Background: an optimization exercise with open tools, aiming at a short achievable clock period and few clock cycles per item. Do not read the settings as production practice.
RTL that was checked went through simulation tests only; none was proved equivalent to the original.
Function not checked in runs 1 and 2: the RTL went through the layout flow alone.
Power and IR drop assume default switching activity.

**flow/constraint.sdc**
```tcl
create_clock -name core_clock -period 10.0 [get_ports {clk}]
set_input_delay 2.0000 -clock core_clock [delete_from_list [all_inputs] [get_ports {clk}]]
set_output_delay 2.0000 -clock core_clock [all_outputs]
set_load 0.01 [all_outputs]
```
**flow/config.mk**
```make
export PLATFORM = sky130hd
export DESIGN_NAME = calendar_time_add_minutes
export DESIGN_NICKNAME = calendar_time_add_minutes
export VERILOG_FILES = /design/flow/design.v
export SDC_FILE = /design/flow/constraint.sdc
export NUM_CORES = 4
export LEC_CHECK = 0
export ABC_CLOCK_PERIOD_IN_PS = 1500
export CAP_MARGIN = 20
export CORE_MARGIN = 2
export CORE_UTILIZATION = 40
export SETUP_SLACK_MARGIN = 5
export SLEW_MARGIN = 20
```
**flow/run.sh**
```bash
#!/bin/bash
# synth_recipe.tcl (not shown) runs the flow's synth.tcl, then flattens the netlist and writes it again
# the make line also repeats each setting of config.mk as NAME=value (left out here)
make -C /OpenROAD-flow-scripts/flow DESIGN_CONFIG=/design/flow/config.mk WORK_HOME=/design/flow/orfs CLKGATE_MAP_FILE= SYNTH_SCRIPT=/design/flow/synth_recipe.tcl finish
```
**flow/design.v**
```verilog
`default_nettype none
package cta_pkg;
    localparam int DAY_W    = 5;
    localparam int MONTH_W  = 4;
    localparam int YEAR_W   = 16;
    localparam int HOUR_W   = 5;
    localparam int MINUTE_W = 6;
    localparam int ADD_W    = 16;
    localparam int DOY_W  = 9;     
    localparam int MOD_W  = 11;    
    localparam int Y400_W = 9;     
    localparam int RSP_W  = DAY_W + MONTH_W + YEAR_W + HOUR_W + MINUTE_W + 1 + DAY_W;
    localparam logic [HOUR_W-1:0]   HOUR_MAX   = 5'd23;
    localparam logic [MINUTE_W-1:0] MINUTE_MAX = 6'd59;
    localparam logic [MONTH_W-1:0] MONTH_JAN = 4'd1;
    localparam logic [MONTH_W-1:0] MONTH_DEC = 4'd12;
    localparam logic [YEAR_W-1:0] RESET_YEAR = 16'd2000;
    localparam logic REQ_LOAD = 1'b0;
    localparam logic REQ_ADD  = 1'b1;
    localparam int CAP    = 10;
    localparam int QDEPTH = CAP - 1;
    localparam int QPTR_W = 4;
    localparam int CNT_W  = 5;
endpackage
`default_nettype wire
`default_nettype none
module cta_div45_hi (
    input  wire logic [5:0] x,
    output logic [5:0] q,
    output logic [5:0] r
);
    always_comb
    begin
        case (x)
            6'd0: begin q = 6'd0; r = 6'd0; end
            6'd1: begin q = 6'd0; r = 6'd32; end
            6'd2: begin q = 6'd1; r = 6'd19; end
            6'd3: begin q = 6'd2; r = 6'd6; end
            6'd4: begin q = 6'd2; r = 6'd38; end
            6'd5: begin q = 6'd3; r = 6'd25; end
            6'd6: begin q = 6'd4; r = 6'd12; end
            6'd7: begin q = 6'd4; r = 6'd44; end
            6'd8: begin q = 6'd5; r = 6'd31; end
            6'd9: begin q = 6'd6; r = 6'd18; end
            6'd10: begin q = 6'd7; r = 6'd5; end
            6'd11: begin q = 6'd7; r = 6'd37; end
            6'd12: begin q = 6'd8; r = 6'd24; end
            6'd13: begin q = 6'd9; r = 6'd11; end
            6'd14: begin q = 6'd9; r = 6'd43; end
            6'd15: begin q = 6'd10; r = 6'd30; end
            6'd16: begin q = 6'd11; r = 6'd17; end
            6'd17: begin q = 6'd12; r = 6'd4; end
            6'd18: begin q = 6'd12; r = 6'd36; end
            6'd19: begin q = 6'd13; r = 6'd23; end
            6'd20: begin q = 6'd14; r = 6'd10; end
            6'd21: begin q = 6'd14; r = 6'd42; end
            6'd22: begin q = 6'd15; r = 6'd29; end
            6'd23: begin q = 6'd16; r = 6'd16; end
            6'd24: begin q = 6'd17; r = 6'd3; end
            6'd25: begin q = 6'd17; r = 6'd35; end
            6'd26: begin q = 6'd18; r = 6'd22; end
            6'd27: begin q = 6'd19; r = 6'd9; end
            6'd28: begin q = 6'd19; r = 6'd41; end
            6'd29: begin q = 6'd20; r = 6'd28; end
            6'd30: begin q = 6'd21; r = 6'd15; end
            6'd31: begin q = 6'd22; r = 6'd2; end
            6'd32: begin q = 6'd22; r = 6'd34; end
            6'd33: begin q = 6'd23; r = 6'd21; end
            6'd34: begin q = 6'd24; r = 6'd8; end
            6'd35: begin q = 6'd24; r = 6'd40; end
            6'd36: begin q = 6'd25; r = 6'd27; end
            6'd37: begin q = 6'd26; r = 6'd14; end
            6'd38: begin q = 6'd27; r = 6'd1; end
            6'd39: begin q = 6'd27; r = 6'd33; end
            6'd40: begin q = 6'd28; r = 6'd20; end
            6'd41: begin q = 6'd29; r = 6'd7; end
            6'd42: begin q = 6'd29; r = 6'd39; end
            6'd43: begin q = 6'd30; r = 6'd26; end
            6'd44: begin q = 6'd31; r = 6'd13; end
            6'd45: begin q = 6'd32; r = 6'd0; end
            6'd46: begin q = 6'd32; r = 6'd32; end
            6'd47: begin q = 6'd33; r = 6'd19; end
            6'd48: begin q = 6'd34; r = 6'd6; end
            6'd49: begin q = 6'd34; r = 6'd38; end
            6'd50: begin q = 6'd35; r = 6'd25; end
            6'd51: begin q = 6'd36; r = 6'd12; end
            6'd52: begin q = 6'd36; r = 6'd44; end
            6'd53: begin q = 6'd37; r = 6'd31; end
            6'd54: begin q = 6'd38; r = 6'd18; end
            6'd55: begin q = 6'd39; r = 6'd5; end
            6'd56: begin q = 6'd39; r = 6'd37; end
            6'd57: begin q = 6'd40; r = 6'd24; end
            6'd58: begin q = 6'd41; r = 6'd11; end
            6'd59: begin q = 6'd41; r = 6'd43; end
            6'd60: begin q = 6'd42; r = 6'd30; end
            6'd61: begin q = 6'd43; r = 6'd17; end
            6'd62: begin q = 6'd44; r = 6'd4; end
            6'd63: begin q = 6'd44; r = 6'd36; end
            default: begin q = '0; r = '0; end
        endcase
    end
endmodule
module cta_mod25_hi (
    input  wire logic [5:0] x,
    output logic [4:0] r
);
    always_comb
    begin
        case (x)
            6'd0: begin r = 5'd0; end
            6'd1: begin r = 5'd14; end
            6'd2: begin r = 5'd3; end
            6'd3: begin r = 5'd17; end
            6'd4: begin r = 5'd6; end
            6'd5: begin r = 5'd20; end
            6'd6: begin r = 5'd9; end
            6'd7: begin r = 5'd23; end
            6'd8: begin r = 5'd12; end
            6'd9: begin r = 5'd1; end
            6'd10: begin r = 5'd15; end
            6'd11: begin r = 5'd4; end
            6'd12: begin r = 5'd18; end
            6'd13: begin r = 5'd7; end
            6'd14: begin r = 5'd21; end
            6'd15: begin r = 5'd10; end
            6'd16: begin r = 5'd24; end
            6'd17: begin r = 5'd13; end
            6'd18: begin r = 5'd2; end
            6'd19: begin r = 5'd16; end
            6'd20: begin r = 5'd5; end
            6'd21: begin r = 5'd19; end
            6'd22: begin r = 5'd8; end
            6'd23: begin r = 5'd22; end
            6'd24: begin r = 5'd11; end
            6'd25: begin r = 5'd0; end
            6'd26: begin r = 5'd14; end
            6'd27: begin r = 5'd3; end
            6'd28: begin r = 5'd17; end
            6'd29: begin r = 5'd6; end
            6'd30: begin r = 5'd20; end
            6'd31: begin r = 5'd9; end
            6'd32: begin r = 5'd23; end
            6'd33: begin r = 5'd12; end
            6'd34: begin r = 5'd1; end
            6'd35: begin r = 5'd15; end
            6'd36: begin r = 5'd4; end
            6'd37: begin r = 5'd18; end
            6'd38: begin r = 5'd7; end
            6'd39: begin r = 5'd21; end
            6'd40: begin r = 5'd10; end
            6'd41: begin r = 5'd24; end
            6'd42: begin r = 5'd13; end
            6'd43: begin r = 5'd2; end
            6'd44: begin r = 5'd16; end
            6'd45: begin r = 5'd5; end
            6'd46: begin r = 5'd19; end
            6'd47: begin r = 5'd8; end
            6'd48: begin r = 5'd22; end
            6'd49: begin r = 5'd11; end
            6'd50: begin r = 5'd0; end
            6'd51: begin r = 5'd14; end
            6'd52: begin r = 5'd3; end
            6'd53: begin r = 5'd17; end
            6'd54: begin r = 5'd6; end
            6'd55: begin r = 5'd20; end
            6'd56: begin r = 5'd9; end
            6'd57: begin r = 5'd23; end
            6'd58: begin r = 5'd12; end
            6'd59: begin r = 5'd1; end
            6'd60: begin r = 5'd15; end
            6'd61: begin r = 5'd4; end
            6'd62: begin r = 5'd18; end
            6'd63: begin r = 5'd7; end
            default: begin r = '0; end
        endcase
    end
endmodule
module cta_mod25_lo (
    input  wire logic [5:0] x,
    output logic [4:0] r
);
    always_comb
    begin
        case (x)
            6'd0: begin r = 5'd0; end
            6'd1: begin r = 5'd1; end
            6'd2: begin r = 5'd2; end
            6'd3: begin r = 5'd3; end
            6'd4: begin r = 5'd4; end
            6'd5: begin r = 5'd5; end
            6'd6: begin r = 5'd6; end
            6'd7: begin r = 5'd7; end
            6'd8: begin r = 5'd8; end
            6'd9: begin r = 5'd9; end
            6'd10: begin r = 5'd10; end
            6'd11: begin r = 5'd11; end
            6'd12: begin r = 5'd12; end
            6'd13: begin r = 5'd13; end
            6'd14: begin r = 5'd14; end
            6'd15: begin r = 5'd15; end
            6'd16: begin r = 5'd16; end
            6'd17: begin r = 5'd17; end
            6'd18: begin r = 5'd18; end
            6'd19: begin r = 5'd19; end
            6'd20: begin r = 5'd20; end
            6'd21: begin r = 5'd21; end
            6'd22: begin r = 5'd22; end
            6'd23: begin r = 5'd23; end
            6'd24: begin r = 5'd24; end
            6'd25: begin r = 5'd0; end
            6'd26: begin r = 5'd1; end
            6'd27: begin r = 5'd2; end
            6'd28: begin r = 5'd3; end
            6'd29: begin r = 5'd4; end
            6'd30: begin r = 5'd5; end
            6'd31: begin r = 5'd6; end
            6'd32: begin r = 5'd7; end
            6'd33: begin r = 5'd8; end
            6'd34: begin r = 5'd9; end
            6'd35: begin r = 5'd10; end
            6'd36: begin r = 5'd11; end
            6'd37: begin r = 5'd12; end
            6'd38: begin r = 5'd13; end
            6'd39: begin r = 5'd14; end
            6'd40: begin r = 5'd15; end
            6'd41: begin r = 5'd16; end
            6'd42: begin r = 5'd17; end
            6'd43: begin r = 5'd18; end
            6'd44: begin r = 5'd19; end
            6'd45: begin r = 5'd20; end
            6'd46: begin r = 5'd21; end
            6'd47: begin r = 5'd22; end
            6'd48: begin r = 5'd23; end
            6'd49: begin r = 5'd24; end
            6'd50: begin r = 5'd0; end
            6'd51: begin r = 5'd1; end
            6'd52: begin r = 5'd2; end
            6'd53: begin r = 5'd3; end
            6'd54: begin r = 5'd4; end
            6'd55: begin r = 5'd5; end
            6'd56: begin r = 5'd6; end
            6'd57: begin r = 5'd7; end
            6'd58: begin r = 5'd8; end
            6'd59: begin r = 5'd9; end
            6'd60: begin r = 5'd10; end
            6'd61: begin r = 5'd11; end
            6'd62: begin r = 5'd12; end
            6'd63: begin r = 5'd13; end
            default: begin r = '0; end
        endcase
    end
endmodule
`default_nettype wire
`default_nettype none
import cta_pkg::*;
module calendar_time_add_minutes #(
    parameter int MAX_ADD_MINUTES = 65535
) (
    input  wire logic                     clk,
    input  wire logic                     rst_n,
    input  wire logic                     cmd_valid,
    output wire logic                     cmd_ready,
    input  wire logic                     cmd_req_type,
    input  wire logic [cta_pkg::ADD_W-1:0]    cmd_add_minutes,
    input  wire logic [cta_pkg::DAY_W-1:0]    cmd_load_day,
    input  wire logic [cta_pkg::MONTH_W-1:0]  cmd_load_month,
    input  wire logic [cta_pkg::YEAR_W-1:0]   cmd_load_year,
    input  wire logic [cta_pkg::HOUR_W-1:0]   cmd_load_hour,
    input  wire logic [cta_pkg::MINUTE_W-1:0] cmd_load_minute,
    output wire logic                     rsp_valid,
    input  wire logic                     rsp_ready,
    output wire logic [cta_pkg::DAY_W-1:0]    rsp_out_day,
    output wire logic [cta_pkg::MONTH_W-1:0]  rsp_out_month,
    output wire logic [cta_pkg::YEAR_W-1:0]   rsp_out_year,
    output wire logic [cta_pkg::HOUR_W-1:0]   rsp_out_hour,
    output wire logic [cta_pkg::MINUTE_W-1:0] rsp_out_minute,
    output wire logic                     rsp_leap_flag,
    output wire logic [cta_pkg::DAY_W-1:0]    rsp_month_length
);
    localparam int SAT_W = ($clog2(MAX_ADD_MINUTES + 1) > ADD_W) ?
                           $clog2(MAX_ADD_MINUTES + 1) : ADD_W;
    function automatic logic [DAY_W-1:0] month_len(input logic [MONTH_W-1:0] month,
                                                   input logic leap);
        logic [DAY_W-1:0] len;
        case (month)
            4'd2:                    len = leap ? 5'd29 : 5'd28;
            4'd4, 4'd6, 4'd9, 4'd11: len = 5'd30;
            default:                 len = 5'd31;
        endcase
        month_len = len;
    endfunction
    function automatic logic [DOY_W-1:0] month_start(input logic [MONTH_W-1:0] month,
                                                     input logic leap);
        logic [DOY_W-1:0] s;
        case (month)
            4'd1:    s = 9'd0;
            4'd2:    s = 9'd31;
            4'd3:    s = 9'd59;
            4'd4:    s = 9'd90;
            4'd5:    s = 9'd120;
            4'd6:    s = 9'd151;
            4'd7:    s = 9'd181;
            4'd8:    s = 9'd212;
            4'd9:    s = 9'd243;
            4'd10:   s = 9'd273;
            4'd11:   s = 9'd304;
            default: s = 9'd334;
        endcase
        if (leap && (month > 4'd2))
        begin
            s = s + 9'd1;
        end
        month_start = s;
    endfunction
    logic              cmd_ready_reg;
    logic              cmd_fire;
    logic [CNT_W-1:0]  pend_reg;       
    logic              pop_reg;        
    logic              out_valid_reg;
    logic              out_load;
    logic              q_nonempty;
    logic [QPTR_W-1:0] q_wr_reg, q_rd_reg;
    logic              q_wr_lap, q_rd_lap;
    assign cmd_fire = cmd_valid && cmd_ready_reg;
    logic                s0_v;
    logic                s0_typ;
    logic [ADD_W-1:0]    s0_add;
    logic [DAY_W-1:0]    s0_day;
    logic [MONTH_W-1:0]  s0_month;
    logic [YEAR_W-1:0]   s0_year;
    logic [HOUR_W-1:0]   s0_hour;
    logic [MINUTE_W-1:0] s0_minute;
    always_ff @(posedge clk)
    begin
        s0_typ    <= cmd_req_type;
        s0_add    <= cmd_add_minutes;
        s0_day    <= cmd_load_day;
        s0_month  <= cmd_load_month;
        s0_year   <= cmd_load_year;
        s0_hour   <= cmd_load_hour;
        s0_minute <= cmd_load_minute;
    end
    logic [ADD_W-1:0]    add_sat;
    logic [5:0]          s0_dq, s0_dr;   
    logic [4:0]          s0_yrh, s0_yrl;
    logic                s1_v;
    logic                s1_typ;
    logic [5:0]          s1_dq, s1_dr;
    logic [4:0]          s1_ahl;         
    logic [4:0]          s1_alo;         
    logic [MONTH_W-1:0]  s1_month;
    logic [DAY_W-1:0]    s1_day;         
    logic [YEAR_W-1:0]   s1_year;
    logic [4:0]          s1_yrh, s1_yrl;
    logic [HOUR_W-1:0]   s1_hour;
    logic [MINUTE_W-1:0] s1_minute;
    assign add_sat = (SAT_W'(s0_add) > SAT_W'(MAX_ADD_MINUTES)) ?
                     ADD_W'(MAX_ADD_MINUTES) : s0_add;
    cta_div45_hi u_div45 (.x(add_sat[15:10]), .q(s0_dq), .r(s0_dr));
    cta_mod25_hi u_mod25h (.x(s0_year[15:10]), .r(s0_yrh));
    cta_mod25_lo u_mod25l (.x(s0_year[9:4]), .r(s0_yrl));
    always_ff @(posedge clk)
    begin
        s1_typ <= s0_typ;
        s1_dq  <= s0_dq;
        s1_dr  <= s0_dr;
        s1_ahl <= add_sat[9:5];
        s1_alo <= add_sat[4:0];
        if (s0_month < MONTH_JAN)
        begin
            s1_month <= MONTH_JAN;
        end
        else if (s0_month > MONTH_DEC)
        begin
            s1_month <= MONTH_DEC;
        end
        else
        begin
            s1_month <= s0_month;
        end
        s1_day    <= (s0_day == '0) ? DAY_W'(1) : s0_day;
        s1_year   <= s0_year;
        s1_yrh    <= s0_yrh;
        s1_yrl    <= s0_yrl;
        s1_hour   <= (s0_hour > HOUR_MAX) ? HOUR_MAX : s0_hour;
        s1_minute <= (s0_minute > MINUTE_MAX) ? MINUTE_MAX : s0_minute;
    end
    logic [6:0]          s1_dt;          
    logic                s1_dc;
    logic [5:0]          s1_drem;        
    logic [5:0]          s1_yt;          
    logic [4:0]          s1_yrem;        
    logic [DAY_W-1:0]    s1_len_n, s1_len_l;
    logic [DOY_W-1:0]    s1_doy_n, s1_doy_l;
    logic                s2_v;
    logic                s2_typ;
    logic [5:0]          s2_ad;          
    logic [MOD_W-1:0]    s2_amod;        
    logic [DOY_W-1:0]    s2_doy_n, s2_doy_l;
    logic [MOD_W-1:0]    s2_lmod;
    logic [YEAR_W-1:0]   s2_lyear;
    logic [Y400_W-1:0]   s2_ly400;
    assign s1_dt   = 7'(s1_dr) + 7'(s1_ahl);
    assign s1_dc   = (s1_dt >= 7'd45);
    assign s1_drem = s1_dc ? 6'(s1_dt - 7'd45) : s1_dt[5:0];
    assign s1_yt   = 6'(s1_yrh) + 6'(s1_yrl);
    assign s1_yrem = (s1_yt >= 6'd25) ? 5'(s1_yt - 6'd25) : s1_yt[4:0];
    assign s1_len_n = month_len(s1_month, 1'b0);
    assign s1_len_l = month_len(s1_month, 1'b1);
    assign s1_doy_n = (s1_day > s1_len_n) ?
                      month_start(s1_month, 1'b0) + DOY_W'(s1_len_n) - DOY_W'(1) :
                      month_start(s1_month, 1'b0) + DOY_W'(s1_day) - DOY_W'(1);
    assign s1_doy_l = (s1_day > s1_len_l) ?
                      month_start(s1_month, 1'b1) + DOY_W'(s1_len_l) - DOY_W'(1) :
                      month_start(s1_month, 1'b1) + DOY_W'(s1_day) - DOY_W'(1);
    always_ff @(posedge clk)
    begin
        s2_typ   <= s1_typ;
        s2_ad    <= s1_dq + 6'(s1_dc);
        s2_amod  <= {s1_drem, s1_alo};
        s2_doy_n <= s1_doy_n;
        s2_doy_l <= s1_doy_l;
        s2_lmod  <= MOD_W'(s1_hour) * MOD_W'(60) + MOD_W'(s1_minute);
        s2_lyear <= s1_year;
        s2_ly400 <= {s1_yrem, s1_year[3:0]};
    end
    logic                s2_add, s2_load;
    logic                s2_leap, s2_leap1;
    logic [5:0]          s2_ad_v;
    logic [MOD_W-1:0]    s2_amod_v;
    logic                s3_v;
    logic                s3_load;
    logic [MOD_W-1:0]    s3_m0;          
    logic [MOD_W:0]      s3_m1;          
    logic [DOY_W-1:0]    s3_d0, s3_d1;   
    logic [DOY_W:0]      s3_d0_n, s3_d0_l, s3_d1_n, s3_d1_l;   
    logic [DOY_W-1:0]    s3_ldoy;
    logic [MOD_W-1:0]    s3_lmod;
    logic [YEAR_W-1:0]   s3_lyear;
    logic [Y400_W-1:0]   s3_ly400;
    logic                s3_lleap, s3_lleap1;
    assign s2_add  = s2_v && (s2_typ == REQ_ADD);
    assign s2_load = s2_v && (s2_typ == REQ_LOAD);
    assign s2_leap  = (s2_lyear[1:0] == 2'd0) &&
                      (s2_ly400 != 9'd100) && (s2_ly400 != 9'd200) && (s2_ly400 != 9'd300);
    assign s2_leap1 = (s2_lyear[1:0] == 2'd3) &&
                      (s2_ly400 != 9'd99) && (s2_ly400 != 9'd199) && (s2_ly400 != 9'd299);
    assign s2_ad_v   = s2_add ? s2_ad : '0;
    assign s2_amod_v = s2_add ? s2_amod : '0;
    always_ff @(posedge clk)
    begin
        s3_load   <= s2_load;
        s3_m0     <= s2_amod_v;
        s3_m1     <= (MOD_W+1)'(s2_amod_v) - (MOD_W+1)'(1440);
        s3_d0     <= DOY_W'(s2_ad_v);
        s3_d1     <= DOY_W'(s2_ad_v) + DOY_W'(1);
        s3_d0_n   <= (DOY_W+1)'(s2_ad_v) - (DOY_W+1)'(365);
        s3_d0_l   <= (DOY_W+1)'(s2_ad_v) - (DOY_W+1)'(366);
        s3_d1_n   <= (DOY_W+1)'(s2_ad_v) - (DOY_W+1)'(364);
        s3_d1_l   <= (DOY_W+1)'(s2_ad_v) - (DOY_W+1)'(365);
        s3_ldoy   <= s2_leap ? s2_doy_l : s2_doy_n;
        s3_lmod   <= s2_lmod;
        s3_lyear  <= s2_lyear;
        s3_ly400  <= s2_ly400;
        s3_lleap  <= s2_leap;
        s3_lleap1 <= s2_leap1;
    end
    logic [DOY_W-1:0]    st_doy;
    logic [MOD_W-1:0]    st_mod;
    logic [YEAR_W-1:0]   st_year;
    logic [Y400_W-1:0]   st_y400;
    logic                st_leap;        
    logic                st_leap1;       
    logic                st_v;
    logic [MOD_W-1:0]    m_sum0;
    logic [MOD_W:0]      m_sum1;
    logic                m_carry;
    logic [MOD_W-1:0]    m_new;
    logic [DOY_W-1:0]    d_sum0, d_sum1;
    logic [DOY_W:0]      d_sum0_n, d_sum0_l, d_sum1_n, d_sum1_l;
    logic                w0, w1, y_carry;
    logic [DOY_W-1:0]    d_new;
    logic                leap2;          
    logic [Y400_W-1:0]   y400_inc;
    logic [YEAR_W-1:0]   year_inc;
    assign m_sum0   = st_mod + s3_m0;
    assign m_sum1   = (MOD_W+1)'(st_mod) + s3_m1;
    assign m_carry  = !m_sum1[MOD_W];                     
    assign m_new    = m_carry ? m_sum1[MOD_W-1:0] : m_sum0;
    assign d_sum0   = st_doy + s3_d0;
    assign d_sum1   = st_doy + s3_d1;
    assign d_sum0_n = (DOY_W+1)'(st_doy) + s3_d0_n;
    assign d_sum0_l = (DOY_W+1)'(st_doy) + s3_d0_l;
    assign d_sum1_n = (DOY_W+1)'(st_doy) + s3_d1_n;
    assign d_sum1_l = (DOY_W+1)'(st_doy) + s3_d1_l;
    assign w0       = st_leap ? !d_sum0_l[DOY_W] : !d_sum0_n[DOY_W];
    assign w1       = st_leap ? !d_sum1_l[DOY_W] : !d_sum1_n[DOY_W];
    assign y_carry  = m_carry ? w1 : w0;
    always_comb
    begin
        case ({m_carry, y_carry, st_leap})
            3'b000, 3'b001: d_new = d_sum0;
            3'b010:         d_new = d_sum0_n[DOY_W-1:0];
            3'b011:         d_new = d_sum0_l[DOY_W-1:0];
            3'b100, 3'b101: d_new = d_sum1;
            3'b110:         d_new = d_sum1_n[DOY_W-1:0];
            default:        d_new = d_sum1_l[DOY_W-1:0];
        endcase
    end
    assign leap2    = (st_year[1:0] == 2'd2) &&
                      (st_y400 != 9'd98) && (st_y400 != 9'd198) && (st_y400 != 9'd298);
    assign y400_inc = ((st_y400 == 9'd399) || (st_year == 16'hFFFF)) ? '0 : st_y400 + 1'b1;
    assign year_inc = st_year + 1'b1;
    always_ff @(posedge clk or negedge rst_n)
    begin
        if (!rst_n)
        begin
            s0_v     <= 1'b0;
            s1_v     <= 1'b0;
            s2_v     <= 1'b0;
            s3_v     <= 1'b0;
            st_v     <= 1'b0;
            st_doy   <= '0;
            st_mod   <= '0;
            st_year  <= RESET_YEAR;
            st_y400  <= '0;
            st_leap  <= 1'b1;
            st_leap1 <= 1'b0;
        end
        else
        begin
            s0_v <= cmd_fire;
            s1_v <= s0_v;
            s2_v <= s1_v;
            s3_v <= s2_v;
            st_v <= s3_v;
            if (s3_load)
            begin
                st_doy   <= s3_ldoy;
                st_mod   <= s3_lmod;
                st_year  <= s3_lyear;
                st_y400  <= s3_ly400;
                st_leap  <= s3_lleap;
                st_leap1 <= s3_lleap1;
            end
            else
            begin
                st_doy <= d_new;
                st_mod <= m_new;
                if (y_carry)
                begin
                    st_year  <= year_inc;
                    st_y400  <= y400_inc;
                    st_leap  <= st_leap1;
                    st_leap1 <= leap2;
                end
            end
        end
    end
    logic [12:1]         after_month;    
    logic [23:0]         after_hour;     
    logic [MONTH_W-1:0]  r_month;
    logic [DAY_W-1:0]    r_day;
    logic [DAY_W-1:0]    r_len;
    logic [HOUR_W-1:0]   r_hour;
    logic [MINUTE_W-1:0] r_minute;
    logic [RSP_W-1:0]    r_rsp;
    logic [RSP_W-1:0]    q_mem [QDEPTH];
    logic [RSP_W-1:0]    out_reg;
    always_comb
    begin
        for (int m = 1; m <= 12; m++)
        begin
            after_month[m] = (st_doy >= month_start(MONTH_W'(m), st_leap));
        end
        r_month = '0;
        r_day   = '0;
        r_len   = '0;
        for (int m = 1; m <= 12; m++)
        begin
            if (after_month[m] && ((m == 12) || !after_month[(m == 12) ? 12 : m + 1]))
            begin
                r_month = r_month | MONTH_W'(m);
                r_day   = r_day | DAY_W'(st_doy - month_start(MONTH_W'(m), st_leap) + 9'd1);
                r_len   = r_len | month_len(MONTH_W'(m), st_leap);
            end
        end
        for (int h = 0; h < 24; h++)
        begin
            after_hour[h] = (st_mod >= MOD_W'(60 * h));
        end
        r_hour   = '0;
        r_minute = '0;
        for (int h = 0; h < 24; h++)
        begin
            if (after_hour[h] && ((h == 23) || !after_hour[(h == 23) ? 23 : h + 1]))
            begin
                r_hour   = r_hour | HOUR_W'(h);
                r_minute = r_minute | MINUTE_W'(st_mod - MOD_W'(60 * h));
            end
        end
    end
    assign r_rsp = {r_day, r_month, st_year, r_hour, r_minute, st_leap, r_len};
    always_ff @(posedge clk)
    begin
        if (st_v)
        begin
            q_mem[q_wr_reg] <= r_rsp;
        end
        if (out_load)
        begin
            out_reg <= q_mem[q_rd_reg];
        end
    end
    assign q_nonempty = (q_wr_reg != q_rd_reg) || (q_wr_lap != q_rd_lap);
    assign out_load   = !out_valid_reg || rsp_ready;
    always_ff @(posedge clk or negedge rst_n)
    begin
        if (!rst_n)
        begin
            q_wr_reg      <= '0;
            q_wr_lap      <= 1'b0;
            q_rd_reg      <= '0;
            q_rd_lap      <= 1'b0;
            out_valid_reg <= 1'b0;
            pop_reg       <= 1'b0;
            pend_reg      <= '0;
            cmd_ready_reg <= 1'b1;
        end
        else
        begin
            if (st_v)
            begin
                if (q_wr_reg == QPTR_W'(QDEPTH - 1))
                begin
                    q_wr_reg <= '0;
                    q_wr_lap <= !q_wr_lap;
                end
                else
                begin
                    q_wr_reg <= q_wr_reg + 1'b1;
                end
            end
            if (out_load)
            begin
                out_valid_reg <= q_nonempty;
                if (q_nonempty)
                begin
                    if (q_rd_reg == QPTR_W'(QDEPTH - 1))
                    begin
                        q_rd_reg <= '0;
                        q_rd_lap <= !q_rd_lap;
                    end
                    else
                    begin
                        q_rd_reg <= q_rd_reg + 1'b1;
                    end
                end
            end
            pop_reg  <= out_valid_reg && rsp_ready;
            pend_reg <= pend_reg + CNT_W'(s0_v) - CNT_W'(pop_reg);
            cmd_ready_reg <= ((pend_reg + CNT_W'(s0_v) + CNT_W'(cmd_ready_reg) + 1'b1)
                              <= CNT_W'(CAP));
        end
    end
    assign cmd_ready        = cmd_ready_reg;
    assign rsp_valid        = out_valid_reg;
    assign rsp_out_day      = out_reg[41:37];
    assign rsp_out_month    = out_reg[36:33];
    assign rsp_out_year     = out_reg[32:17];
    assign rsp_out_hour     = out_reg[16:12];
    assign rsp_out_minute   = out_reg[11:6];
    assign rsp_leap_flag    = out_reg[5];
    assign rsp_month_length = out_reg[4:0];
endmodule
`default_nettype wire
```
==> impl_metrics.ini, run 1 <==
[floorplanning]
dieArea_um2 = 90500
core-area_um2 = 87000
rows = 108
start_util_pct = 40.5
die-height_um = 301
die_w_um = 301
ioPinCount = 101

[yosys]
ys_seq_elements = 751
synth.area.top_cells = edfxtp_1 (34%), dfxtp_1 (16%), ha_1 (8.0%)
async_flop_share_pct = 9.32
synth_xor_xnor_area_share_pct = 3.50
synth_top_family_by_area = compound AO/OA/AOI/OAI gates
synth.top_cell.area_share_pct = 34.1
ys_warn_count = 4
synth_most_common_cell = edfxtp_1
synth_adder_area_share_pct = 9.44
synth_edf_count = 400
synthMuxAreaShare_pct = 8.46
synth_compound_area_share_pct = 11.6
dominantRegCellSynth = edfxtp_1
syn_inst = 2897
yosysTopAreaCell = edfxtp_1
synth-simple-area-share_pct = 8.41
yosysSeqAreaShare_pct = 55.0
syn_area_um2 = 35200
synth_area_per_cell_um2 = 12.2
ys_types = 90
synthTopCellsByCount = edfxtp_1 (400), dfxtp_1 (281), ha_1 (226), inv_1 (193), nand2_1 (193)

[sta]
skew_ns = 0.0605
worst_pin_slew_ns = 1.02
finalSetupViolCount = 0
grt_setup_unrepaired = no
fmax_mhz = 211
fin_setup_tns_ns = 0
max_slew_margin_pct = 31.6
period_minus_slack_ns = 4.75
timing.final.ws_setup_ns = 5.25
period_share_pct = 47.5
slew_viol_final = 0
finalHoldViolCount = 0

[routing]
num_vias = 22600
routedWlPerCell_um = 19.1
drc = 0
drt_iter0_markers = 1962
routed_via_density = 5.37
wl_mm = 80.5
detail-route-antenna-nets = 0
drt_first_pass_iters = 5

[clocking]
cts_root_buffer = clkbuf_16
cts_tree = built
htreeDepth = 3
numCtsBuffers = 81
clock_path_buffers = 3
clock-sinks = 751
clkTransAtPathRegs_ns = 0.06
ctsHoldBuffers = 0
insertion_delay_ns = 0.66

[layout]
largest_reg_flops = 360
post-route-util_pct = 46.4
drive_gt1_share_pct = 10.8
layout.nets = 3293
fillers = 7807
area_delta_synth_final_pct = 14.6
antenna_cells = 0

[worst_setup_path]
start_kind = flip-flop
cp-end-kind = flip-flop
r2r_setup_slack_ns = 5.25
critPathArrivalTime_ns = 5.24
rr_worst_depth = 18
worst-path-max-fanout = 16
crit_required_ns = 10.49
worstSetupPathType = flip-flop to flip-flop

[placed_design]
dp_worst_setup_slack_ns = 4.76
port_buffers = 100
hpwl_mm = 54.0
place.gp.congestion = 0.892

[min_path]
worstHoldPathType = flip-flop to flip-flop
min_path_cells = 0

[flow_run]
cap_violations = 0

[global_routing]
antenna_found_initial = 0
grt_max_degree = 86
grt_pass1_wl_mm = 127
overflow = 0
grt_pass1_vias = 22800
grt_usage_pct = 17.8

[power_and_ir_drop]
leakagePower_nw = 15.5
cellPowerDensity_nw_per_um2 = 306
finalPower_mw = 12.4
vdd_drop_max_v = 0.000208

[outcome]
status = complete, no violations
kinds of logic (layout without fill, tap and decap cells):
kind of cell             after synthesis  after routing
other                                  1              9
AND/OR/NAND/NOR                      610            610
adder cells (fa/ha/maj)              251            251
flip-flops                           751            751
XOR/XNOR                             141            141
AO/OA/AOI/OAI                        634            634
multiplexers                         185            185
buffers and inverters                324            471
report_power, final:
group	switching (mW)	internal, mW
Sequential	0.627	4.15
Clock	1.26	1.86
Combinational	2.57	1.89
Total	4.46	7.90
critical path: stages (launching register included):
cell and delay, ns:
dfrtp_4 0.59, ha_1 0.33, a211oi_1 0.26, nor2_1 0.12, o31ai_1 0.34, a21oi_1 0.21
a311oi_4 0.49, mux2_2 0.24, ha_1 0.17, inv_1 0.06, fa_1 0.39, nor2b_1 0.13
o21ai_0 0.10, a21boi_0 0.32, o21bai_1 0.10, a21oi_1 0.17, xor2_1 0.08, a2111oi_0 0.41
a21oi_1 0.07
area by class of cell:
cell class	instances	area [µm²]	area share, %
Clock buffer	100	2210	5.47
Clock inverter	50	678	1.68
Inverter	195	732	1.81
Multi-Input combinational cell	1830	14700	36.4
Sequential cell	751	19400	48.1
Tap cell	1155	1450	3.58
Timing Repair Buffer	126	1210	3.01
layout by cell type, fill, tap and decap left out, types with 11 or more instances in the layout:
cell / synthesis / layout
a211oi_1: 28 / 28
a21boi_0: 15 / 15
a21o_1: 37 / 37
a21oi_1: 156 / 156
a31oi_1: 25 / 25
and2_1: 17 / 13
and3_1: 32 / 28
buf_4: 2 / 26
clkbuf_16: 0 / 83
clkdlybuf4s50_1: 0 / 99
clkinv_1: 2 / 11
clkinv_2: 0 / 12
dfrtp_1: 62 / 51
dfxtp_1: 281 / 280
edfxtp_1: 400 / 400
fa_1: 25 / 25
ha_1: 226 / 226
inv_1: 193 / 192
mux2_2: 34 / 34
mux2i_1: 64 / 64
mux4_2: 87 / 87
nand2_1: 193 / 192
nand2b_1: 35 / 35
nand3_1: 46 / 46
nand3b_1: 11 / 11
nand4_1: 16 / 16
nor2_1: 138 / 138
nor2b_1: 29 / 29
nor3_1: 40 / 40
o211ai_1: 22 / 22
o21a_1: 20 / 20
o21ai_0: 163 / 162
o21bai_1: 15 / 15
o221ai_1: 15 / 15
o22ai_1: 17 / 17
o31ai_1: 15 / 15
xnor2_1: 85 / 85
xor2_1: 56 / 56
metal layers:
metal  vias up  part of all wire [%]  GRT usage (%)
met1     11100                    45           23.9
li1      10800                     -              -
met2       574                    48           29.5
met4         0                   2.5           5.91
met5         -                     0              0
met3       122                   4.6           2.68
stage by stage:
step                      hold slack (ns)  area (µm²)  instances
after floorplan                     0.310       35300       2905
after global placement              0.312       37400       4055
after detailed placement            0.312       37400       4055
after CTS                           0.326       40300       4206
after global routing                0.330       40400       4207
final                               0.326       40400       4207
final timing paths:
kind / start / end
worst min register to register: s1_alo[4]$_DFF_P_ / s2_amod[4]$_DFF_P_
worst max-delay path: st_doy[1]$_DFF_PN0_ / st_doy[8]$_DFF_PN0_
max in group asynchronous: rst_n / st_doy[1]$_DFF_PN0_
worst min-delay path: s1_alo[4]$_DFF_P_ / s2_amod[4]$_DFF_P_
worst max register to register: st_doy[1]$_DFF_PN0_ / st_doy[8]$_DFF_PN0_
min in group asynchronous: rst_n / q_rd_reg[2]$_DFFE_PN0P_
repair_timing:
item,CTS,global route
setup buffers,1,0
setup endpoints to repair,2,12
pin swaps,1,1
resized for setup,1,8
==> inputs of run 2 (changes only) <==
==> flow/flow/run.sh (new file) <==
#!/bin/bash
set -euo pipefail
cd "$(dirname "$0")/.."
bash standard.sh SETUP_SLACK_MARGIN=7 finish > standard_make.log 2>&1
==> flow/standard.sh (new file) <==
#!/bin/bash
# synth_recipe.tcl (not shown) runs the flow's synth.tcl, then flattens the netlist and writes it again
# the make line also repeats each setting of config.mk as NAME=value (left out here)
make -C /OpenROAD-flow-scripts/flow DESIGN_CONFIG=/design/flow/config.mk WORK_HOME=/design/flow/orfs CLKGATE_MAP_FILE= SYNTH_SCRIPT=/design/flow/synth_recipe.tcl "${@:-finish}"
removed: flow/run.sh
==> run 2 against run 1 <==
Against the previous run: sequential cell count did not move; combinational power grew about 40%; utilization increased by 4.2 points; clock skew fell by 0.022 ns; register-to-register slack better by 0.67 ns; critical endpoint is now st_doy[6]$_DFF_PN0_; synthesized cell count unchanged.
==> impl_metrics.ini, run 2 <==
[routing]
drc = 0
detail-route-antenna-nets = 0
drt_first_pass_iters = 6
num_vias = 24000
routed_via_density = 5.42
drt_iter0_markers = 1812
routedWlPerCell_um = 19.9
wl_mm = 88.1

[layout]
fin_cells = 4424
layout.nets = 3511
drive_gt1_share_pct = 26.8
largest_reg_flops = 360
mostFrequentLayoutCells = edfxtp_1 (400), dfxtp_1 (273), nand2_1 (184), ha_1 (180), buf_4 (177)
antenna_cells = 0
area_delta_synth_final_pct = 24.9
final_common_cell = edfxtp_1

[power_and_ir_drop]
switching_share_pct = 37.1
seq_power_share_pct = 33.6
p_switching_mw = 5.15
cellPowerDensity_nw_per_um2 = 315
leakagePower_nw = 16.8
vdd_drop_max_v = 0.000187
clockPowerShare_pct = 21.5
internal_power_mw = 8.73
power_frac_comb_pct = 44.9

[global_routing]
gr-usage-met3_pct = 2.63
grt_pass1_vias = 23800
grt_pass1_wl_mm = 135
overflow = 0
grt_max_degree = 85
antenna_found_initial = 2
top_usage_layer = met2
use_met1_pct = 25.4
use_met2_pct = 31.9
grt_usage_pct = 18.9

[yosys]
synth.area.top_cells = edfxtp_1 (34%), dfxtp_1 (16%), ha_1 (8.0%)
synth_compound_area_share_pct = 11.6
yosysTopAreaCell = edfxtp_1
synth-simple-area-share_pct = 8.41
dominantRegCellSynth = edfxtp_1
async_flop_share_pct = 9.32
syn_inst = 2897
synth_edf_count = 400
ys_warn_count = 4
synth_most_common_cell = edfxtp_1
ys_seq_elements = 751
synth_top_family_by_area = compound AO/OA/AOI/OAI gates
yosysSeqAreaShare_pct = 55.0
synthTopCellsByCount = edfxtp_1 (400), dfxtp_1 (281), ha_1 (226), inv_1 (193), nand2_1 (193)
synth_adder_area_share_pct = 9.44
syn_area_um2 = 35200
ys_types = 90
synthMuxAreaShare_pct = 8.46
synth_area_per_cell_um2 = 12.2
synth.top_cell.area_share_pct = 34.1
synth_xor_xnor_area_share_pct = 3.50

[worst_setup_path]
critical-path-max-stage-delay_ns = 0.43
critPathArrivalTime_ns = 4.57
start_kind = flip-flop
worst-path-max-fanout = 4
crit_chain = ha_1, o21a_1, nand2_2, a2111oi_4, a211oi_4, a311oi_4, buf_4, mux2_4, ha_4, inv_2, fa_2, nor2b_2, o21ai_2, a21boi_2, buf_4, o21ai_1, nand2b_1, xnor2_1, o221ai_1, mux2_4
worstSetupPathType = flip-flop to flip-flop
cp_slowest_cell = a2111oi_4
crit_required_ns = 10.49
cp-end-kind = flip-flop

[min_path]
worstHoldPathType = flip-flop to flip-flop

[clocking]
clock_path_buffers = 3
clock-sinks = 751
insertion_delay_ns = 0.65
ctsHoldBuffers = 0
clkTransAtPathRegs_ns = 0.06
cts_tree = built
htreeDepth = 3
numCtsBuffers = 81
cts_root_buffer = clkbuf_16

[sta]
fin_setup_tns_ns = 0
whs_ns = 0.323
period_minus_slack_ns = 4.07
grt_setup_unrepaired = yes
slew_viol_final = 0
max_slew_margin_pct = 34.8
fmax_mhz = 246
finalSetupViolCount = 0
skew_ns = 0.0386
finalHoldViolCount = 0
worst_pin_slew_ns = 0.978
timing.final.ws_setup_ns = 5.93
period_share_pct = 40.7

[placed_design]
port_buffers = 100
dp_cells = 4053
hpwl_mm = 53.6
dp_worst_setup_slack_ns = 5.02
place.gp.congestion = 0.897

[outcome]
status = complete, no violations

[floorplanning]
ioPinCount = 101
die_w_um = 301
start_util_pct = 40.5
core-area_um2 = 87000
die-height_um = 301
rows = 108
dieArea_um2 = 90500

[flow_run]
cap_violations = 0
run 2: cell count changes in the layout (fill, tap and decap cells not counted), sizes merged, moves of 2 or more:
cell / before / now
buf: 27 / 280
clkinvlp: 4 / 15
inv: 199 / 196
bufinv: 10 / 6
clkdlybuf4s50: 99 / 55
clkbuf: 100 / 98
clkinv: 32 / 29
mux2: 34 / 36
nand3: 46 / 48
run 2: routing by layer:
layer / wire length (µm) / vias to the layer above
met5: 0 / -
met4: 1990 / 0
met3: 4130 / 154
met2: 43100 / 705
met1: 38900 / 11900
li1: - / 11300
run 2: cell families after synthesis:
group	after synthesis
DFF	751
AOI/OAI and AO/OA	634
and+or+nand+nor	610
buffers and inverters	324
adders and majority gates	251
muxes	185
xor gates and xnor gates	141
other	1
run 2: path summary, 6_finish.rpt:
path	cells past startpoint	endpoint	slack [ns]	start
min	0	s3_lmod[4]$_DFF_P_	0.32	s2_lmod[4]$_DFF_P_
max in group asynchronous	2	st_doy[1]$_DFF_PN0_	7.56	rst_n
max	20	st_doy[6]$_DFF_PN0_	5.93	st_mod[3]$_DFF_PN0_
min reg2reg	0	s3_lmod[4]$_DFF_P_	0.32	s2_lmod[4]$_DFF_P_
min in group asynchronous	1	q_wr_reg[0]$_DFFE_PN0P_	1.23	rst_n
max reg2reg	20	st_doy[6]$_DFF_PN0_	5.93	st_mod[3]$_DFF_PN0_
run 2: stage by stage:
step / power (mW) / cell area, µm² / util (%)
global route: 14.7 / 44000 / 50.6
detailed placement: 9.31 / 37800 / 43.4
floorplan: 7.86 / 35700 / -
finish: 13.9 / 44000 / 50.6
CTS: 13.1 / 42300 / 48.6
global placement: 9.20 / 37800 / 43.4
run 2: layout make-up:
class,count,area [µm²]
sequential,751,19500
clock inverter,51,547
multi-input combinational,1839,16700
clock buffer,98,2150
inverter,195,783
timing repair buffer,335,2900
tap,1155,1450
fill,7453,43000
run 2: power groups by stage:
| stage | registers, mW | logic, mW | clock network [mW] |
|---|---|---|---|
| floorplan | 4.52 | 3.34 | 0 |
| global placement | 4.83 | 4.38 | 0 |
| detailed placement | 4.85 | 4.46 | 0 |
| CTS | 4.68 | 5.37 | 3.06 |
| global route | 4.72 | 6.76 | 3.18 |
| finish | 4.66 | 6.24 | 2.98 |
run 2: repair_timing:
item | 4_1_cts | 5_1_grt
gates cloned | 7 | 4
buffers inserted | 124 | 87
endpoints found under the setup margin | 285 | 267
pin swaps | 101 | 98
resized for setup | 436 | 216
run 2: critical path, delay by kind of cell, from the launching register on:
| kind | cells | cell delay, ns |
|---|---|---|
| simple gates | 3 | 0.24 |
| flops | 1 | 0.42 |
| compound gates | 8 | 1.48 |
| buf+inv | 3 | 0.35 |
| mux | 2 | 0.58 |
| xor+xnor | 1 | 0.19 |
| fa+ha+maj | 3 | 0.69 |
==> inputs of run 3 (changes only) <==
--- a/flow/design.v
+++ b/flow/design.v
@@ -314,2 +314,66 @@
     endfunction
+    function automatic logic [DOY_W-1:0] month_first(input logic [MONTH_W-1:0] month,
+                                                input logic leap);
+        logic [DOY_W-1:0] d;
+        case ({leap, month})
+            {1'b0, 4'd1}: d = 9'd511;
+            {1'b0, 4'd2}: d = 9'd30;
+            {1'b0, 4'd3}: d = 9'd58;
+            {1'b0, 4'd4}: d = 9'd89;
+            {1'b0, 4'd5}: d = 9'd119;
+            {1'b0, 4'd6}: d = 9'd150;
+            {1'b0, 4'd7}: d = 9'd180;
+            {1'b0, 4'd8}: d = 9'd211;
+            {1'b0, 4'd9}: d = 9'd242;
+            {1'b0, 4'd10}: d = 9'd272;
+            {1'b0, 4'd11}: d = 9'd303;
+            {1'b0, 4'd12}: d = 9'd333;
+            {1'b1, 4'd1}: d = 9'd511;
+            {1'b1, 4'd2}: d = 9'd30;
+            {1'b1, 4'd3}: d = 9'd59;
+            {1'b1, 4'd4}: d = 9'd90;
+            {1'b1, 4'd5}: d = 9'd120;
+            {1'b1, 4'd6}: d = 9'd151;
+            {1'b1, 4'd7}: d = 9'd181;
+            {1'b1, 4'd8}: d = 9'd212;
+            {1'b1, 4'd9}: d = 9'd243;
+            {1'b1, 4'd10}: d = 9'd273;
+            {1'b1, 4'd11}: d = 9'd304;
+            {1'b1, 4'd12}: d = 9'd334;
+            default: d = 9'd0;
+        endcase
+        month_first = d;
+    endfunction
+    function automatic logic [DOY_W-1:0] month_last(input logic [MONTH_W-1:0] month,
+                                                input logic leap);
+        logic [DOY_W-1:0] d;
+        case ({leap, month})
+            {1'b0, 4'd1}: d = 9'd30;
+            {1'b0, 4'd2}: d = 9'd58;
+            {1'b0, 4'd3}: d = 9'd89;
+            {1'b0, 4'd4}: d = 9'd119;
+            {1'b0, 4'd5}: d = 9'd150;
+            {1'b0, 4'd6}: d = 9'd180;
+            {1'b0, 4'd7}: d = 9'd211;
+            {1'b0, 4'd8}: d = 9'd242;
+            {1'b0, 4'd9}: d = 9'd272;
+            {1'b0, 4'd10}: d = 9'd303;
+            {1'b0, 4'd11}: d = 9'd333;
+            {1'b0, 4'd12}: d = 9'd364;
+            {1'b1, 4'd1}: d = 9'd30;
+            {1'b1, 4'd2}: d = 9'd59;
+            {1'b1, 4'd3}: d = 9'd90;
+            {1'b1, 4'd4}: d = 9'd120;
+            {1'b1, 4'd5}: d = 9'd151;
+            {1'b1, 4'd6}: d = 9'd181;
+            {1'b1, 4'd7}: d = 9'd212;
+            {1'b1, 4'd8}: d = 9'd243;
+            {1'b1, 4'd9}: d = 9'd273;
+            {1'b1, 4'd10}: d = 9'd304;
+            {1'b1, 4'd11}: d = 9'd334;
+            {1'b1, 4'd12}: d = 9'd365;
+            default: d = 9'd0;
+        endcase
+        month_last = d;
+    endfunction
     logic              cmd_ready_reg;
@@ -345,2 +409,3 @@
     logic [4:0]          s0_yrh, s0_yrl;
+    logic [MONTH_W-1:0]  s0_month_c;
     logic                s1_v;
@@ -348,2 +413,5 @@
     logic [5:0]          s1_dq, s1_dr;
+    logic [DAY_W-1:0]    s1_len_n, s1_len_l;      
+    logic [DOY_W-1:0]    s1_first_n, s1_first_l;  
+    logic [DOY_W-1:0]    s1_last_n, s1_last_l;    
     logic [4:0]          s1_ahl;         
@@ -361,12 +429,7 @@
     cta_mod25_lo u_mod25l (.x(s0_year[9:4]), .r(s0_yrl));
-    always_ff @(posedge clk)
+    always_comb
     begin
-        s1_typ <= s0_typ;
-        s1_dq  <= s0_dq;
-        s1_dr  <= s0_dr;
-        s1_ahl <= add_sat[9:5];
-        s1_alo <= add_sat[4:0];
         if (s0_month < MONTH_JAN)
         begin
-            s1_month <= MONTH_JAN;
+            s0_month_c = MONTH_JAN;
         end
@@ -374,3 +437,3 @@
         begin
-            s1_month <= MONTH_DEC;
+            s0_month_c = MONTH_DEC;
         end
@@ -378,4 +441,19 @@
         begin
-            s1_month <= s0_month;
+            s0_month_c = s0_month;
         end
+    end
+    always_ff @(posedge clk)
+    begin
+        s1_typ <= s0_typ;
+        s1_dq  <= s0_dq;
+        s1_dr  <= s0_dr;
+        s1_ahl <= add_sat[9:5];
+        s1_alo <= add_sat[4:0];
+        s1_month   <= s0_month_c;
+        s1_len_n   <= month_len(s0_month_c, 1'b0);
+        s1_len_l   <= month_len(s0_month_c, 1'b1);
+        s1_first_n <= month_first(s0_month_c, 1'b0);
+        s1_first_l <= month_first(s0_month_c, 1'b1);
+        s1_last_n  <= month_last(s0_month_c, 1'b0);
+        s1_last_l  <= month_last(s0_month_c, 1'b1);
         s1_day    <= (s0_day == '0) ? DAY_W'(1) : s0_day;
@@ -392,3 +470,2 @@
     logic [4:0]          s1_yrem;        
-    logic [DAY_W-1:0]    s1_len_n, s1_len_l;
     logic [DOY_W-1:0]    s1_doy_n, s1_doy_l;
@@ -407,10 +484,4 @@
     assign s1_yrem = (s1_yt >= 6'd25) ? 5'(s1_yt - 6'd25) : s1_yt[4:0];
-    assign s1_len_n = month_len(s1_month, 1'b0);
-    assign s1_len_l = month_len(s1_month, 1'b1);
-    assign s1_doy_n = (s1_day > s1_len_n) ?
-                      month_start(s1_month, 1'b0) + DOY_W'(s1_len_n) - DOY_W'(1) :
-                      month_start(s1_month, 1'b0) + DOY_W'(s1_day) - DOY_W'(1);
-    assign s1_doy_l = (s1_day > s1_len_l) ?
-                      month_start(s1_month, 1'b1) + DOY_W'(s1_len_l) - DOY_W'(1) :
-                      month_start(s1_month, 1'b1) + DOY_W'(s1_day) - DOY_W'(1);
+    assign s1_doy_n = (s1_day > s1_len_n) ? s1_last_n : s1_first_n + DOY_W'(s1_day);
+    assign s1_doy_l = (s1_day > s1_len_l) ? s1_last_l : s1_first_l + DOY_W'(s1_day);
     always_ff @(posedge clk)
@@ -435,3 +506,3 @@
     logic [DOY_W-1:0]    s3_d0, s3_d1;   
-    logic [DOY_W:0]      s3_d0_n, s3_d0_l, s3_d1_n, s3_d1_l;   
+    logic [DOY_W:0]      s3_d0_n, s3_d0_l, s3_d1_n;   
     logic [DOY_W-1:0]    s3_ldoy;
@@ -459,3 +530,2 @@
         s3_d1_n   <= (DOY_W+1)'(s2_ad_v) - (DOY_W+1)'(364);
-        s3_d1_l   <= (DOY_W+1)'(s2_ad_v) - (DOY_W+1)'(365);
         s3_ldoy   <= s2_leap ? s2_doy_l : s2_doy_n;
@@ -482,2 +552,6 @@
     logic [DOY_W-1:0]    d_new;
+    logic                sel_00, sel_01n, sel_01l, sel_10, sel_11n, sel_11l;
+    logic [YEAR_W-1:0]   year_add;
+    logic [Y400_W-1:0]   y400_add;
+    logic                leap_add, leap1_add;
     logic                leap2;          
@@ -488,3 +562,3 @@
     assign m_carry  = !m_sum1[MOD_W];                     
-    assign m_new    = m_carry ? m_sum1[MOD_W-1:0] : m_sum0;
+    assign m_new    = ({MOD_W{m_carry}} & m_sum1[MOD_W-1:0]) | ({MOD_W{!m_carry}} & m_sum0);
     assign d_sum0   = st_doy + s3_d0;
@@ -494,3 +568,3 @@
     assign d_sum1_n = (DOY_W+1)'(st_doy) + s3_d1_n;
-    assign d_sum1_l = (DOY_W+1)'(st_doy) + s3_d1_l;
+    assign d_sum1_l = d_sum0_n;
     assign w0       = st_leap ? !d_sum0_l[DOY_W] : !d_sum0_n[DOY_W];
@@ -498,13 +572,14 @@
     assign y_carry  = m_carry ? w1 : w0;
-    always_comb
-    begin
-        case ({m_carry, y_carry, st_leap})
-            3'b000, 3'b001: d_new = d_sum0;
-            3'b010:         d_new = d_sum0_n[DOY_W-1:0];
-            3'b011:         d_new = d_sum0_l[DOY_W-1:0];
-            3'b100, 3'b101: d_new = d_sum1;
-            3'b110:         d_new = d_sum1_n[DOY_W-1:0];
-            default:        d_new = d_sum1_l[DOY_W-1:0];
-        endcase
-    end
+    assign sel_00  = !m_carry && !y_carry;
+    assign sel_01n = !m_carry && y_carry && !st_leap;
+    assign sel_01l = !m_carry && y_carry && st_leap;
+    assign sel_10  = m_carry && !y_carry;
+    assign sel_11n = m_carry && y_carry && !st_leap;
+    assign sel_11l = m_carry && y_carry && st_leap;
+    assign d_new   = ({DOY_W{sel_00}}  & d_sum0) |
+                     ({DOY_W{sel_01n}} & d_sum0_n[DOY_W-1:0]) |
+                     ({DOY_W{sel_01l}} & d_sum0_l[DOY_W-1:0]) |
+                     ({DOY_W{sel_10}}  & d_sum1) |
+                     ({DOY_W{sel_11n}} & d_sum1_n[DOY_W-1:0]) |
+                     ({DOY_W{sel_11l}} & d_sum1_l[DOY_W-1:0]);
     assign leap2    = (st_year[1:0] == 2'd2) &&
@@ -513,2 +588,6 @@
     assign year_inc = st_year + 1'b1;
+    assign year_add  = ({YEAR_W{y_carry}} & year_inc) | ({YEAR_W{!y_carry}} & st_year);
+    assign y400_add  = ({Y400_W{y_carry}} & y400_inc) | ({Y400_W{!y_carry}} & st_y400);
+    assign leap_add  = (y_carry && st_leap1) || (!y_carry && st_leap);
+    assign leap1_add = (y_carry && leap2) || (!y_carry && st_leap1);
     always_ff @(posedge clk or negedge rst_n)
@@ -547,11 +626,8 @@
             begin
-                st_doy <= d_new;
-                st_mod <= m_new;
-                if (y_carry)
-                begin
-                    st_year  <= year_inc;
-                    st_y400  <= y400_inc;
-                    st_leap  <= st_leap1;
-                    st_leap1 <= leap2;
-                end
+                st_doy   <= d_new;
+                st_mod   <= m_new;
+                st_year  <= year_add;
+                st_y400  <= y400_add;
+                st_leap  <= leap_add;
+                st_leap1 <= leap1_add;
             end
@@ -560,2 +636,5 @@
     logic [12:1]         after_month;    
+    logic [12:1]         after_month_n, after_month_l;
+    logic [DAY_W-1:0]    day_n [1:12];
+    logic [DAY_W-1:0]    day_l [1:12];
     logic [23:0]         after_hour;     
@@ -573,3 +652,7 @@
         begin
-            after_month[m] = (st_doy >= month_start(MONTH_W'(m), st_leap));
+            after_month_n[m] = (st_doy >= month_start(MONTH_W'(m), 1'b0));
+            after_month_l[m] = (st_doy >= month_start(MONTH_W'(m), 1'b1));
+            after_month[m]   = st_leap ? after_month_l[m] : after_month_n[m];
+            day_n[m]         = DAY_W'(st_doy - month_start(MONTH_W'(m), 1'b0) + 9'd1);
+            day_l[m]         = DAY_W'(st_doy - month_start(MONTH_W'(m), 1'b1) + 9'd1);
         end
@@ -583,3 +666,3 @@
                 r_month = r_month | MONTH_W'(m);
-                r_day   = r_day | DAY_W'(st_doy - month_start(MONTH_W'(m), st_leap) + 9'd1);
+                r_day   = r_day | (st_leap ? day_l[m] : day_n[m]);
                 r_len   = r_len | month_len(MONTH_W'(m), st_leap);
==> run 3 against run 2 <==
Against the previous run: design area decreased by 1.7%; highest routed layer unchanged; synthesized cell count grew 1.7%; utilization is 0.77 points lower; clock power is essentially flat; largest power group unchanged; still clean on timing, DRC and antenna; largest cell class unchanged; total power up 1.3%.
==> impl_metrics.ini, run 3 <==
[routing]
drc = 0
routedWlPerCell_um = 20.5
detail-route-antenna-nets = 0
routed_via_density = 5.50
drt_iter0_markers = 1976
drt_first_pass_iters = 6
wl_mm = 91.0
num_vias = 24400

[worst_setup_path]
crit_required_ns = 8.00
cp-end-kind = output pin
endpoint = cmd_ready
crit_chain = buf_6
critical-path-max-stage-delay_ns = 0.55
worstReg2RegStart = st_doy[1]$_DFF_PN0_
start_kind = flip-flop
cp_slowest_cell = dfstp_2
cp_num_cells = 1
r2r-end = q_mem[8][40]$_DFFE_PP_
worstSetupPathType = flip-flop to output pin
rr_worst_depth = 14
critPathArrivalTime_ns = 1.29
r2r_setup_slack_ns = 6.75
crit_buf_inv = 1
worst-path-max-fanout = 2
startpoint = cmd_ready_reg$_DFF_PN1_
crit_family = flip-flops

[sta]
finalSetupViolCount = 0
fmax_mhz = 304
fin_setup_tns_ns = 0
slew_viol_final = 0
skew_ns = 0.0517
period_minus_slack_ns = 3.29
grt_setup_unrepaired = yes
finalHoldViolCount = 0
max_slew_margin_pct = 32.9
period_share_pct = 32.9
worst_pin_slew_ns = 1.00

[floorplanning]
core-area_um2 = 86900
start_util_pct = 40.4
dieArea_um2 = 90100
die-height_um = 300
die_w_um = 300
rows = 108
ioPinCount = 101

[global_routing]
grt_pass1_vias = 24200
overflow = 0
grt_max_degree = 86
grt_pass1_wl_mm = 137
antenna_found_initial = 2
grt_usage_pct = 19.4

[clocking]
htreeDepth = 3
clock-sinks = 776
cts_root_buffer = clkbuf_16
insertion_delay_ns = 0.64
clkTransAtPathRegs_ns = 0.06
clock_path_buffers = 3
numCtsBuffers = 82
cts_tree = built

[layout]
drive_gt1_share_pct = 23.9
area_delta_synth_final_pct = 23.4
layout.nets = 3458
largest_reg_flops = 360
mostFrequentLayoutCells = edfxtp_1 (400), dfxtp_1 (302), nand2_1 (242), nor2_1 (176), buf_4 (160)
post-route-util_pct = 49.8
fillers = 7435
final_common_cell = edfxtp_1

[power_and_ir_drop]
cellPowerDensity_nw_per_um2 = 325
seq_power_share_pct = 34.5
vdd_drop_max_v = 0.000279
clockPowerShare_pct = 21.2
leakagePower_nw = 16.3
power_frac_comb_pct = 44.2
switching_share_pct = 37.6
internal_power_mw = 8.78
p_switching_mw = 5.28

[min_path]
worstHoldPathType = flip-flop to flip-flop

[yosys]
synth_edf_count = 400
dominantRegCellSynth = edfxtp_1
ys_warn_count = 6
synthTopCellsByCount = edfxtp_1 (400), dfxtp_1 (306), nand2_1 (254), nor2_1 (192)
ys_seq_elements = 776
syn_inst = 2945
synth.area.top_cells = edfxtp_1 (34%), dfxtp_1 (17%), ha_1 (6.1%)
synth_area_per_cell_um2 = 11.9
yosysTopAreaCell = edfxtp_1
async_flop_share_pct = 9.02
yosysSeqAreaShare_pct = 56.7
synth_most_common_cell = edfxtp_1
synth.top_cell.area_share_pct = 34.3
syn_area_um2 = 35100
ys_types = 91

[outcome]
status = complete, no violations

[placed_design]
port_buffers = 100
hpwl_mm = 55.4
place.gp.congestion = 0.905

[flow_run]
cap_violations = 0
run 3: changes by cell type in the layout (fill, tap and decap cells not counted), sizes merged, moves of 14 or more:
cell | previous run | this run
a21oi | 156 | 184
buf | 280 | 256
dfxtp | 281 | 306
ha | 226 | 170
inv | 196 | 136
mux2 | 36 | 14
nand2 | 194 | 256
nand2b | 35 | 21
nor2 | 138 | 192
o21ai | 164 | 196
run 3: worst min-delay path by stage:
stage,startpoint,end,slack (ns),depth (start not counted)
after floorplan,s0_add[5]$_DFF_P_,s1_ahl[0]$_DFF_P_,0.31,0
after global routing,s2_lyear[6]$_DFF_P_,s3_lyear[6]$_DFF_P_,0.33,0
after global placement,s1_year[4]$_DFF_P_,s2_lyear[4]$_DFF_P_,0.31,0
after CTS,s2_lyear[6]$_DFF_P_,s3_lyear[6]$_DFF_P_,0.32,0
after detailed placement,s1_year[1]$_DFF_P_,s2_ly400[1]$_DFF_P_,0.31,0
final,s2_lmod[5]$_DFF_P_,s3_lmod[5]$_DFF_P_,0.32,0
run 3: kinds of logic after synthesis:
group	Yosys count	synth area share [%]
flops	776	56.7
xor+xnor	139	3.49
other cells	1	0.0107
simple gates	699	9.16
fa+ha+maj	187	7.04
compound gates	694	12.6
mux	164	7.80
buf+inv	285	3.18
run 3: final cells by class:
type / count / area, µm² / share of cell area (%)
sequential: 776 / 20000 / 46.1
multi-input combinational: 1899 / 15900 / 36.6
timing repair buffer: 314 / 2780 / 6.41
clock buffer: 102 / 2170 / 5.01
tap: 1155 / 1450 / 3.34
inverter: 141 / 556 / 1.28
clock inverter: 46 / 520 / 1.20
antenna: 1 / 2.50 / 0.00578
run 3: metrics by stage:
stage / hold WS [ns] / power [mW] / instance area (µm²) / cells / setup WS, ns
after floorplan: 0.310 / 7.89 / 35100 / 2953 / 7.00
after global placement: 0.312 / 9.29 / 37200 / 4091 / 5.73
after detailed placement: 0.312 / 9.35 / 37200 / 4091 / 5.64
after CTS: 0.321 / 13.2 / 41500 / 4351 / 6.66
after global routing: 0.326 / 14.8 / 43300 / 4433 / 6.65
final: 0.321 / 14.1 / 43300 / 4434 / 6.71
run 3: timing repair:
item,in CTS,in global routing
cloned,6,5
pin swaps,41,110
hold endpoints to repair,0,0
resized for setup,370,231
setup buffers,106,77
hold buffers,0,0
endpoints found under the setup margin,268,207
run 3: power by group through the flow:
stage | sequential [mW] | combinational, mW | clock (mW)
after global placement | 4.97 | 4.31 | 0
after detailed placement | 5.00 | 4.35 | 0
after floorplan | 4.62 | 3.27 | 0
final | 4.86 | 6.22 | 2.98
after CTS | 4.84 | 5.25 | 3.06
after global routing | 4.92 | 6.69 | 3.18
run 3: metal layers:
metal / routed length [µm] / global-route usage, % / vias to the layer above
li1: - / - / 11300
met1: 39500 / 25.8 / 12000
met2: 43100 / 32.5 / 833
met3: 5190 / 2.93 / 208
met4: 3220 / 6.74 / 0
met5: 0 / 0 / -
Testbench counts of run 3, summed over its fixed seeds: cycles 2,456, items 2,400.

## what the ideal ports hide
The results above use ideal ports. As a check the final layouts listed here were re-extracted and re-timed, cells and wires unchanged. Step 1 assumes that a clkbuf_16 drives the clock port and a buf_2 every other input. Step 2 also shifts input and output timing later by t, the mid clock arrival at the registers, as if the neighbouring blocks saw the same clock. Slacks: ideal ports / drivers / drivers and shift; pairs: ideal ports / drivers.
| run | t (ns) | setup WS [ns] | hold WS [ns] | worst register clock-pin slew, ns |
|---|---|---|---|---|
| run 1 | 0.699 | 5.255 / 5.255 / 5.255 | 0.326 / 0.326 / 0.326 | 0.06 / 0.06 |
| run 2 | 0.695 | 5.928 / 5.928 / 5.928 | 0.323 / 0.323 / 0.323 | 0.06 / 0.06 |
| run 3 | 0.678 | 6.710 / 6.646 / 6.466 | 0.321 / 0.321 / 0.321 | 0.06 / 0.06 |
After both steps every run listed still meets setup and hold. The setup slack of run 3, which loses most, moves by -0.064 ns with the drivers and by -0.244 ns with both steps.
